Source: an optimization exercise on an open RTL-to-GDS flow (aim: small area). Production flows keep margins and buffers that such runs may drop. Power is estimated from default activity; no workload was simulated.

exp/zinc:
Design sidTop, start of the top module:
module sidTop (
  input  logic            clk,
  input  logic            arstN,
  input  logic            clkEn,         
  input  logic            we,
  input  sidPkg::regAddrT addr,
  input  sidPkg::regDataT dataW,
  output sidPkg::regDataT dataR,
  output sidPkg::sampleT  audioOut
);
clock: 9.0 ns
lec_check: 0
cap_margin: 20
core_margin: 2
core_utilization: 60
cts_buf_list: sky130_fd_sc_hd__clkbuf_4
gpl_timing_driven: 0
slew_margin: 20
standard.sh (not shown) runs the stock make flow with config.mk's settings and CLKGATE_MAP_FILE= SYNTH_SCRIPT=/design/flow/synth_recipe.tcl, a recipe that flattens the netlist after the stock synthesis.
==> flow/flow/run.sh <==
#!/bin/bash
# Own layout flow:
#  1. the standard synthesis (standard.sh), unchanged;
#  2. its combinational logic re-mapped for area with ABC (flow/remap.ys);
#     registers, full adders and tie cells are kept as they are;
#  3. a polarity clean-up (flow/faflip.py): full adders and simple gates
#     built in whichever polarity leaves the fewest inverters; then steps 2
#     and 3 once more;
#  4. the standard layout from floorplan on, with clock tree synthesis told
#     not to add dummy loads.
set -euo pipefail
R=$PWD/orfs/results/$FLOW_PLATFORM/sidTop/base
LIB=$FLOW_HOME/platforms/$FLOW_PLATFORM/lib/sky130_fd_sc_hd__tt_025C_1v80.lib
YOSYS=$FLOW_HOME/../tools/install/yosys/bin/yosys
[[ -x $YOSYS ]] || YOSYS=yosys
PERIOD_PS=$(python3 -c "print(int(round(float('$FLOW_PERIOD_NS') * 1000)))")

bash standard.sh "$R/1_2_yosys.v" > synth.log 2>&1
cp "$R/1_2_yosys.v" "$R/1_2_yosys_std.v"

printf 'set_driving_cell sky130_fd_sc_hd__buf_1\nset_load 5\n' > remap.constr
KEEP=$(grep -oE "sky130_fd_sc_hd__(df|fa_|conb|edf|sdf|dl)[A-Za-z0-9_]*" "$R/1_2_yosys_std.v" | sort -u | tr '\n' ' ')
# the platform's don't-use cells (low-power and probe cells) stay out of the mapping
DONTUSE=$(grep -oE 'cell \("?sky130_fd_sc_hd__(lpflow|probe)[A-Za-z0-9_]*' "$LIB" | sed -E 's/cell \("?/-dont_use /' | sort -u | tr '\n' ' ')
sed -e "s|{LIB}|$LIB|g" -e "s|{DONTUSE}|$DONTUSE|" -e "s|{KEEP}|$KEEP|" -e "s|{IN}|$R/1_2_yosys_std.v|" \
    -e "s|{TOP}|$FLOW_TOP|" -e "s|{SCRIPT}|$PWD/flow/area.abc|" -e "s|{CONSTR}|$PWD/remap.constr|" \
    -e "s|{PERIOD_PS}|$PERIOD_PS|" -e "s|{OUT}|$R/1_2_yosys_remap.v|" -e "s|{STAT}|$PWD/remap_stat.txt|" \
    flow/remap.ys > remap.ys
$YOSYS -q -l remap.log -s remap.ys > remap.out 2>&1

python3 flow/faflip.py "$LIB" "$R/1_2_yosys_remap.v" "$R/1_2_yosys_flip.v" > faflip.log 2>&1

# a second round: ABC again around the re-polarised adders, then the clean-up
sed -e "s|{LIB}|$LIB|g" -e "s|{DONTUSE}|$DONTUSE|" -e "s|{KEEP}|$KEEP|" -e "s|{IN}|$R/1_2_yosys_flip.v|" \
    -e "s|{TOP}|$FLOW_TOP|" -e "s|{SCRIPT}|$PWD/flow/area.abc|" -e "s|{CONSTR}|$PWD/remap.constr|" \
    -e "s|{PERIOD_PS}|$PERIOD_PS|" -e "s|{OUT}|$R/1_2_yosys_remap2.v|" -e "s|{STAT}|$PWD/remap2_stat.txt|" \
    flow/remap.ys > remap2.ys
$YOSYS -q -l remap2.log -s remap2.ys > remap2.out 2>&1
python3 flow/faflip.py "$LIB" "$R/1_2_yosys_remap2.v" "$R/1_2_yosys_flip2.v" > faflip2.log 2>&1
cp "$R/1_2_yosys_flip2.v" "$R/1_2_yosys.v"

CTS="-sink_clustering_enable -repair_clock_nets -dont_use_dummy_load -buf_list sky130_fd_sc_hd__clkbuf_8 -sink_clustering_size 16 -sink_clustering_max_diameter 50"
bash standard.sh "CTS_ARGS=$CTS" finish > layout.log 2>&1
Other scripts of this flow, unchanged in this note and not shown: flow/flow/area.abc, flow/flow/faflip.py, flow/flow/libinfo.py, flow/flow/remap.ys
diff inputs: exp/zinc => exp/maple
diff --git a/flow/design.v b/flow/design.v
--- a/flow/design.v
+++ b/flow/design.v
@@ -869,16 +869,17 @@
   logic m514;
   logic m515;
   logic m516;
   logic m517;
   logic m518;
   logic m519;
   logic [21:0] sumA, sumB;
   logic [21:0] sum;
+  logic [10:0] sumC;
   logic q0;
   logic q1;
   logic q2;
   logic q3;
   logic q4;
   logic q5;
   logic q6;
   logic q7;
@@ -933,17 +934,17 @@
   logic q56;
   logic q57;
   logic q58;
   logic q59;
   logic q60;
   logic q61;
   logic [19:0] sclA, sclB;
   logic [19:0] scl;
-  logic [12:0] sclC;
+  logic [20:0] sclC;
   assign m0 = (wave[0][0] & env[0][0]) ^ (wave[1][0] & env[1][0]) ^ (wave[2][0] & env2g[0]);
   assign m1 = ((wave[0][0] & env[0][0]) & (wave[1][0] & env[1][0])) | ((wave[0][0] & env[0][0]) & (wave[2][0] & env2g[0])) | ((wave[1][0] & env[1][0]) & (wave[2][0] & env2g[0]));
   assign m2 = (wave[0][0] & env[0][1]) ^ (wave[0][1] & env[0][0]) ^ (wave[1][0] & env[1][1]);
   assign m3 = ((wave[0][0] & env[0][1]) & (wave[0][1] & env[0][0])) | ((wave[0][0] & env[0][1]) & (wave[1][0] & env[1][1])) | ((wave[0][1] & env[0][0]) & (wave[1][0] & env[1][1]));
   assign m4 = (wave[1][1] & env[1][0]) ^ m2 ^ (wave[2][0] & env2g[1]);
   assign m5 = ((wave[1][1] & env[1][0]) & m2) | ((wave[1][1] & env[1][0]) & (wave[2][0] & env2g[1])) | (m2 & (wave[2][0] & env2g[1]));
   assign m6 = (wave[2][1] & env2g[0]) ^ m1 ^ m4;
   assign m7 = ((wave[2][1] & env2g[0]) & m1) | ((wave[2][1] & env2g[0]) & m4) | (m1 & m4);
@@ -1456,17 +1457,22 @@
   assign m514 = m503 ^ m512 ^ m505;
   assign m515 = (m503 & m512) | (m503 & m505) | (m512 & m505);
   assign m516 = ~(m509 ^ m511);
   assign m517 = m509 | m511;
   assign m518 = m516 ^ m513 ^ m515;
   assign m519 = (m516 & m513) | (m516 & m515) | (m513 & m515);
   assign sumA = {1'b1, m517, m518, m514, m506, m492, m472, m446, m414, m376, m332, m286, m242, m198, m156, m116, m82, m54, m32, m7, m6, m0};
   assign sumB = {1'b0, m519, 1'b0, m507, m493, m473, m447, m415, m377, 1'b0, 1'b0, m243, 1'b0, m157, 1'b0, 1'b0, 1'b0, 1'b0, 1'b0, m16, 1'b0, 1'b0};
-  assign sum = sumA + sumB;
+  assign sumC[0] = 1'b0;
+  for (genvar k = 0; k < 10; k++) begin : gsum
+    assign sum[k] = sumA[k] ^ sumB[k] ^ sumC[k];
+    assign sumC[k+1] = (sumA[k] & sumB[k]) | (sumA[k] & sumC[k]) | (sumB[k] & sumC[k]);
+  end
+  assign sum[21:10] = sumA[21:10] + sumB[21:10] + {11'd0, sumC[10]};
   assign q0 = (clipDly[2] & volume[0]) ^ (clipDly[1] & volume[1]) ^ (clipDly[0] & volume[2]);
   assign q1 = ((clipDly[2] & volume[0]) & (clipDly[1] & volume[1])) | ((clipDly[2] & volume[0]) & (clipDly[0] & volume[2])) | ((clipDly[1] & volume[1]) & (clipDly[0] & volume[2]));
   assign q2 = (clipDly[3] & volume[0]) ^ (clipDly[2] & volume[1]) ^ (clipDly[1] & volume[2]);
   assign q3 = ((clipDly[3] & volume[0]) & (clipDly[2] & volume[1])) | ((clipDly[3] & volume[0]) & (clipDly[1] & volume[2])) | ((clipDly[2] & volume[1]) & (clipDly[1] & volume[2]));
   assign q4 = (clipDly[0] & volume[3]) ^ q1 ^ q2;
   assign q5 = ((clipDly[0] & volume[3]) & q1) | ((clipDly[0] & volume[3]) & q2) | (q1 & q2);
   assign q6 = (clipDly[4] & volume[0]) ^ (clipDly[3] & volume[1]) ^ (clipDly[2] & volume[2]);
   assign q7 = ((clipDly[4] & volume[0]) & (clipDly[3] & volume[1])) | ((clipDly[4] & volume[0]) & (clipDly[2] & volume[2])) | ((clipDly[3] & volume[1]) & (clipDly[2] & volume[2]));
@@ -1522,21 +1528,20 @@
   assign q57 = (~(clipDly[15] & volume[1]) & (clipDly[14] & volume[2])) | (~(clipDly[15] & volume[1]) & (clipDly[13] & volume[3])) | ((clipDly[14] & volume[2]) & (clipDly[13] & volume[3]));
   assign q58 = q51 ^ q56 ^ q53;
   assign q59 = (q51 & q56) | (q51 & q53) | (q56 & q53);
   assign q60 = ~(clipDly[15] & volume[2]) ^ (clipDly[14] & volume[3]) ^ q57;
   assign q61 = (~(clipDly[15] & volume[2]) & (clipDly[14] & volume[3])) | (~(clipDly[15] & volume[2]) & q57) | ((clipDly[14] & volume[3]) & q57);
   assign sclA = {1'b1, ~(clipDly[15] & volume[3]), q60, q58, q54, q45, q41, q37, q33, q29, q25, q21, q17, q13, q9, q5, q4, q0, (clipDly[1] & volume[0]), (clipDly[0] & volume[0])};
   assign sclB = {1'b0, q61, q59, q55, 1'b0, q48, q44, q40, q36, q32, q28, q24, q20, q16, q12, q8, 1'b0, 1'b0, (clipDly[0] & volume[1]), 1'b0};
   assign sclC[0] = 1'b0;
-  for (genvar k = 0; k < 12; k++) begin : gscl
+  for (genvar k = 0; k < 20; k++) begin : gscl
     assign scl[k] = sclA[k] ^ sclB[k] ^ sclC[k];
     assign sclC[k+1] = (sclA[k] & sclB[k]) | (sclA[k] & sclC[k]) | (sclB[k] & sclC[k]);
   end
-  assign scl[19:12] = sclA[19:12] + sclB[19:12] + {7'd0, sclC[12]};
   always_comb begin
     if (!sum[21] && (sum[20] || sum[19]))      clipped = 16'sh7fff;
     else if (sum[21] && !(sum[20] && sum[19])) clipped = -16'sh8000;
     else                                       clipped = sum[19:4];
   end
   always_ff @(posedge clk or negedge arstN) begin
     if (!arstN) begin
       clipReg  <= '0;
==> comparison <==
- All of exp/zinc and exp/maple finish clean.
- exp/maple vs. exp/zinc: number of non-clock buffers in the layout increased about 15%; total routed wirelength decreased 2.3%; global-route usage decreased 0.33 points; clock group share of total power decreased 5.7 points; register-to-register slack decreased 0.21 ns.
- Diff exp/zinc..exp/maple | max-cap check violation count | unchanged
No run of this note included a check of the RTL's function; only the layout flow was run.

[port drivers added, routing unchanged]
Ports are ideal in the flow. The routed layouts listed here were re-timed in OpenROAD.
Step 1: set_driving_cell puts a clkbuf_16 on clk and a buf_2 on each other input, an assumption about the parent block.
Step 2 times the ports against the registers' clock, not the clock port: input delays grow and output delays shrink by t, the midpoint of the rising clock arrivals with the driver on.
Slacks: ideal / step 1 / step 2; pairs: ideal / step 1.
run	t (ns)	slack for setup (ns)	slew at the worst register clock pin (ns)
exp/zinc	0.662	0.249 / 0.241 / -0.421	0.10 / 0.10
exp/maple	0.655	0.258 / 0.289 / -0.366	0.10 / 0.10
Met with ideal ports but missed after step 2: setup timing in exp/zinc and exp/maple. The setup slack of exp/zinc, which loses most, moves by -0.008 ns with the drivers and by -0.670 ns with both steps.
